Context: an optimization exercise on an open-source flow, tuned for small area. The choices shown serve that exercise and are no tape-out recipe. Function was checked by simulation only, so behaviour that the tests miss may differ from the original. No activity file was given, so power comes from the tool's default toggle rates.

==> pepper <==
==> flow/design.v (excerpt) <==
module pic_alu_top (
    input  logic                    clk,
    input  logic                    rst_n,
    input  pic_alu_pkg::instr_t     instr,
    input  logic                    instr_valid,
    output logic [8-1:0]  w,
    output pic_alu_pkg::status_t    status,
    output logic                    retired
);
==> module file_regs, before the edit <==
module file_regs (
    input  logic                     clk,
    input  logic                     rst_n,
    input  logic [7-1:0]  rd_addr,
    input  logic                     byp_en,    
    input  logic [8-1:0]   byp_data,
    output logic [8-1:0]   rd_data,
    input  logic                     we,
    input  logic [7-1:0]  wr_addr,
    input  logic [8-1:0]   wr_data
);
    localparam int NG = 16;    
    localparam int NC = 8;     
    localparam int NT = (128 + 2) / 3;
    logic [8-1:0] s [128];
    logic [NG-1:0]          valid;
    logic                   phase;
    logic [NG-1:0]          wg;        
    logic [NC-1:0]          wc;        
    logic                   wvalid;    
    logic [NG-1:0]          b_g;       
    localparam int NH = 2;     
    logic [NH-1:0]          wh;        
    logic [8-1:0] c_b [NH][NC];  
    logic [NG-1:0]          rg;        
    logic                   rvalid;
    logic [NC-1:0]          rc;
    logic [128-1:0] rsel;  
    logic [8-1:0] rn [NT];
    logic [8-1:0] raw;
    always_comb begin
        for (int g = 0; g < NG; g++) begin
            wg[g] = (wr_addr[6:3] == 4'(g));
            rg[g] = (rd_addr[6:3] == 4'(g)) && valid[g];   
        end
        for (int c = 0; c < NC; c++) begin
            wc[c] = (wr_addr[2:0] == 3'(c));
            rc[c] = (rd_addr[2:0] == 3'(c));
        end
    end
    assign wvalid = |(wg & valid);
    assign rvalid = |rg;
    logic [8-1:0] pn;
    logic [NH*NC-1:0]       sel_b, t_b;
    assign pn = ~(wr_data ^ {8{phase}});
    always_comb begin
        for (int g = 0; g < NG; g++) begin
            b_g[g] = !(we && wg[g]);
        end
        for (int h = 0; h < NH; h++) begin
            wh[h] = (wr_addr[6] == 1'(h));
            for (int c = 0; c < NC; c++) begin
                sel_b[h*NC+c] = wh[h] && wc[c];
                t_b[h*NC+c]   = !(wh[h] && wc[c]) && !(wvalid || phase);
            end
        end
    end
    always_comb begin
        for (int i = 0; i < 128; i++) begin
            rsel[i] = rg[i / NC] && rc[i % NC];
        end
    end
    for (genvar h = 0; h < NH; h++) begin : g_half
        for (genvar c = 0; c < NC; c++) begin : g_cls
            file_cbus u_cbus (
                .sel (sel_b[h*NC+c]),
                .t   (t_b[h*NC+c]),
                .pn  (pn),
                .c   (c_b[h][c])
            );
        end
    end
    for (genvar i = 0; i < 128; i++) begin : g_row
        file_row u_row (
            .clk (clk),
            .bn  (b_g[i / NC]),
            .cn  (!wc[i % NC]),
            .gv  (valid[i / NC]),
            .c   (c_b[i / (128 / NH)][i % NC]),
            .q   (s[i])
        );
    end
    always_ff @(posedge clk or negedge rst_n) begin
        if (!rst_n) begin
            phase <= 1'b0;
            valid <= '0;
        end else begin
            phase <= ~phase;
            if (we) begin
                valid <= valid | wg;
            end
        end
    end
    for (genvar t = 0; t < NT - 1; t++) begin : g_rd
        file_rd3 u_rd (
            .r  (rsel[3*t+2:3*t]),
            .q0 (s[3*t]),
            .q1 (s[3*t+1]),
            .q2 (s[3*t+2]),
            .n  (rn[t])
        );
    end
    assign rn[NT-1] = ~((s[128-2] & {8{rsel[128-2]}})
                      | (s[128-1] & {8{rsel[128-1]}}));
    always_comb begin
        raw = '1;
        for (int t = 0; t < NT; t++) begin
            raw = raw & rn[t];
        end
        raw = ~raw;
    end
    assign rd_data = byp_en ? byp_data : (raw ^ {8{phase && rvalid}});
endmodule
==> module file_cbus, before the edit <==
module file_cbus (
    input  logic                    sel,
    input  logic                    t,
    input  logic [8-1:0]  pn,
    output logic [8-1:0]  c
);
    assign c = ~((pn & {8{sel}}) | {8{t}});
endmodule
export LEC_CHECK = 0
export CAP_MARGIN = 5
export CORE_MARGIN = 2
export CORE_UTILIZATION = 55
export CTS_BUF_LIST = sky130_fd_sc_hd__clkbuf_4
export CTS_CLUSTER_DIAMETER = 35
export CTS_CLUSTER_SIZE = 8
export SETUP_SLACK_MARGIN = 0.5
export SLEW_MARGIN = 5
export SYNTH_HIERARCHICAL = 1
create_clock -name core_clock -period 5.0 [get_ports {clk}]
standard.sh (not shown) runs the stock make flow with config.mk's settings and CLKGATE_MAP_FILE= SYNTH_SCRIPT=/design/flow/synth_recipe.tcl, a recipe that flattens the netlist after the stock synthesis.
==> flow/flow/run.sh <==
#!/bin/bash
set -euo pipefail
W=$PWD

# ABC script: abc_speed.script without "buffer -c; topo; stime -c; upsize -c; dnsize -c"
grep -v -E '^(buffer|topo|stime|upsize|dnsize)' "$FLOW_HOME/scripts/abc_speed.script" > "$W/abc_nosize.script"

# ORFS synth.tcl calling ABC with that script, all other arguments kept
sed 's|log_cmd abc {\*}\$abc_args|log_cmd abc -script $::env(MY_ABC_SCRIPT) {*}[lrange $abc_args 2 end]|' \
    "$FLOW_HOME/scripts/synth.tcl" > "$W/synth_nosize.tcl"
grep -q 'MY_ABC_SCRIPT' "$W/synth_nosize.tcl"

# The standard flow's synthesis wrapper (nofsm, noshare, flatten, rename) around it
sed "s|source \$::env(SCRIPTS_DIR)/synth.tcl|source $W/synth_nosize.tcl|" synth_recipe.tcl > "$W/synth_recipe_nosize.tcl"
grep -q 'synth_nosize.tcl' "$W/synth_recipe_nosize.tcl"

# The standard.sh with that synthesis script
sed "s|SYNTH_SCRIPT=[^ ]*|SYNTH_SCRIPT=$W/synth_recipe_nosize.tcl|" standard.sh > "$W/standard_nosize.sh"
grep -q 'synth_recipe_nosize.tcl' "$W/standard_nosize.sh"

export MY_ABC_SCRIPT="$W/abc_nosize.script"
cfg() { sed -n "s/^export $1 *= *//p" config.mk; }
CTS="-sink_clustering_enable -repair_clock_nets -dont_use_dummy_load -buf_list {$(cfg CTS_BUF_LIST)}"
[[ -n "$(cfg CTS_CLUSTER_SIZE)" ]] && CTS="$CTS -sink_clustering_size $(cfg CTS_CLUSTER_SIZE)"
[[ -n "$(cfg CTS_CLUSTER_DIAMETER)" ]] && CTS="$CTS -sink_clustering_max_diameter $(cfg CTS_CLUSTER_DIAMETER)"
echo "CTS_ARGS: $CTS" > "$W/flow_make.log"
bash "$W/standard_nosize.sh" finish "ADDER_MAP_FILE=" "CTS_ARGS=$CTS" \
    "BUFFER_PORTS_ARGS=-buffer_cell sky130_fd_sc_hd__buf_1" >> "$W/flow_make.log" 2>&1
==> nickel: changes against pepper <==
--- a/flow/design.v
+++ b/flow/design.v
@@ -110,7 +110,7 @@
     assign wvalid = |(wg & valid);
     assign rvalid = |rg;
-    logic [8-1:0] pn;
-    logic [NH*NC-1:0]       sel_b, t_b;
-    assign pn = ~(wr_data ^ {8{phase}});
+    logic [8-1:0] pd;
+    logic [NH*NC-1:0]       sel_b, u_b;
+    assign pd = wr_data ^ {8{phase}};
     always_comb begin
         for (int g = 0; g < NG; g++) begin
@@ -121,5 +121,5 @@
             for (int c = 0; c < NC; c++) begin
                 sel_b[h*NC+c] = wh[h] && wc[c];
-                t_b[h*NC+c]   = !(wh[h] && wc[c]) && !(wvalid || phase);
+                u_b[h*NC+c]   = !(wh[h] && wc[c]) && (wvalid || phase);
             end
         end
@@ -134,6 +134,6 @@
             file_cbus u_cbus (
                 .sel (sel_b[h*NC+c]),
-                .t   (t_b[h*NC+c]),
-                .pn  (pn),
+                .u   (u_b[h*NC+c]),
+                .p   (pd),
                 .c   (c_b[h][c])
             );
@@ -197,9 +197,9 @@
 module file_cbus (
     input  logic                    sel,
-    input  logic                    t,
-    input  logic [8-1:0]  pn,
+    input  logic                    u,
+    input  logic [8-1:0]  p,
     output logic [8-1:0]  c
 );
-    assign c = ~((pn & {8{sel}}) | {8{t}});
+    assign c = (p & {8{sel}}) | {8{u}};
 endmodule
 module file_rd3 (
SETUP_SLACK_MARGIN = 0.6   (was 0.5)
==> xenon: changes against pepper <==
--- a/flow/design.v
+++ b/flow/design.v
@@ -110,7 +110,7 @@
     assign wvalid = |(wg & valid);
     assign rvalid = |rg;
-    logic [8-1:0] pn;
-    logic [NH*NC-1:0]       sel_b, t_b;
-    assign pn = ~(wr_data ^ {8{phase}});
+    logic [8-1:0] pd;
+    logic [NH*NC-1:0]       sel_b, u_b;
+    assign pd = wr_data ^ {8{phase}};
     always_comb begin
         for (int g = 0; g < NG; g++) begin
@@ -121,5 +121,5 @@
             for (int c = 0; c < NC; c++) begin
                 sel_b[h*NC+c] = wh[h] && wc[c];
-                t_b[h*NC+c]   = !(wh[h] && wc[c]) && !(wvalid || phase);
+                u_b[h*NC+c]   = !(wh[h] && wc[c]) && (wvalid || phase);
             end
         end
@@ -134,6 +134,6 @@
             file_cbus u_cbus (
                 .sel (sel_b[h*NC+c]),
-                .t   (t_b[h*NC+c]),
-                .pn  (pn),
+                .u   (u_b[h*NC+c]),
+                .p   (pd),
                 .c   (c_b[h][c])
             );
@@ -197,9 +197,9 @@
 module file_cbus (
     input  logic                    sel,
-    input  logic                    t,
-    input  logic [8-1:0]  pn,
+    input  logic                    u,
+    input  logic [8-1:0]  p,
     output logic [8-1:0]  c
 );
-    assign c = ~((pn & {8{sel}}) | {8{t}});
+    assign c = (p & {8{sel}}) | {8{u}};
 endmodule
 module file_rd3 (
CTS_CLUSTER_DIAMETER = 40   (was 35)
CTS_CLUSTER_SIZE = 10   (was 8)
SETUP_SLACK_MARGIN = 0.45   (was 0.5)
==> summary.txt <==
Cell count after placement: 4620
Mapped Area: 0.03823 sq mm
Number of buffers created by CTS: 174
Die span in x: 267.6 microns
Net Sw Power: 5.131 mW
RD Place Congestion: 1.040
Post-DP HPWL: 119500 microns
Wirelength per Cell: 36.02 microns
Status: timing/DRC/antenna clean
Global-route met1 utilization: 61.63%
[end of results for nickel]
==> summary.txt <==
Status: timing/DRC/antenna clean
Global-route met1 utilization: 64.30%
Mapped Area: 0.03823 sq mm
Number of buffers created by CTS: 144
RD Place Congestion: 1.099
Die span in x: 267.6 microns
Cell count after placement: 4633
[end of results for xenon]
==> summary.txt <==
Mapped Area: 0.03792 sq mm
RD Place Congestion: 1.058
Net Sw Power: 4.965 mW
Post-DP HPWL: 123700 microns
Number of buffers created by CTS: 171
Status: timing/DRC/antenna clean
[end of results for pepper]

[what the ideal ports hide]
The results above use ideal ports. As a check the final layouts listed here were re-extracted and re-timed, cells and wires unchanged.
Step 1 sets driving cells, clkbuf_16 on the clock port and buf_2 on the other inputs (assumed; they add their load-dependent delay and slew).
Step 2 also shifts input and output timing later by t, the mid clock arrival at the registers, as if the neighbouring blocks saw the same clock.
a / b / c = no drivers / after step 1 / after step 2; a / b = the first two.
run	shift t [ns]	slack for setup (ns)	worst setup path at the end	worst data-port slew with drivers (ns)
pepper	1.084	0.388 / 0.388 / 0.388	register to register	0.03
nickel	1.103	0.287 / 0.287 / 0.287	register to register	0.05
xenon	1.072	0.234 / 0.234 / 0.234	register to register	0.03
After both steps every run listed still meets setup and hold.
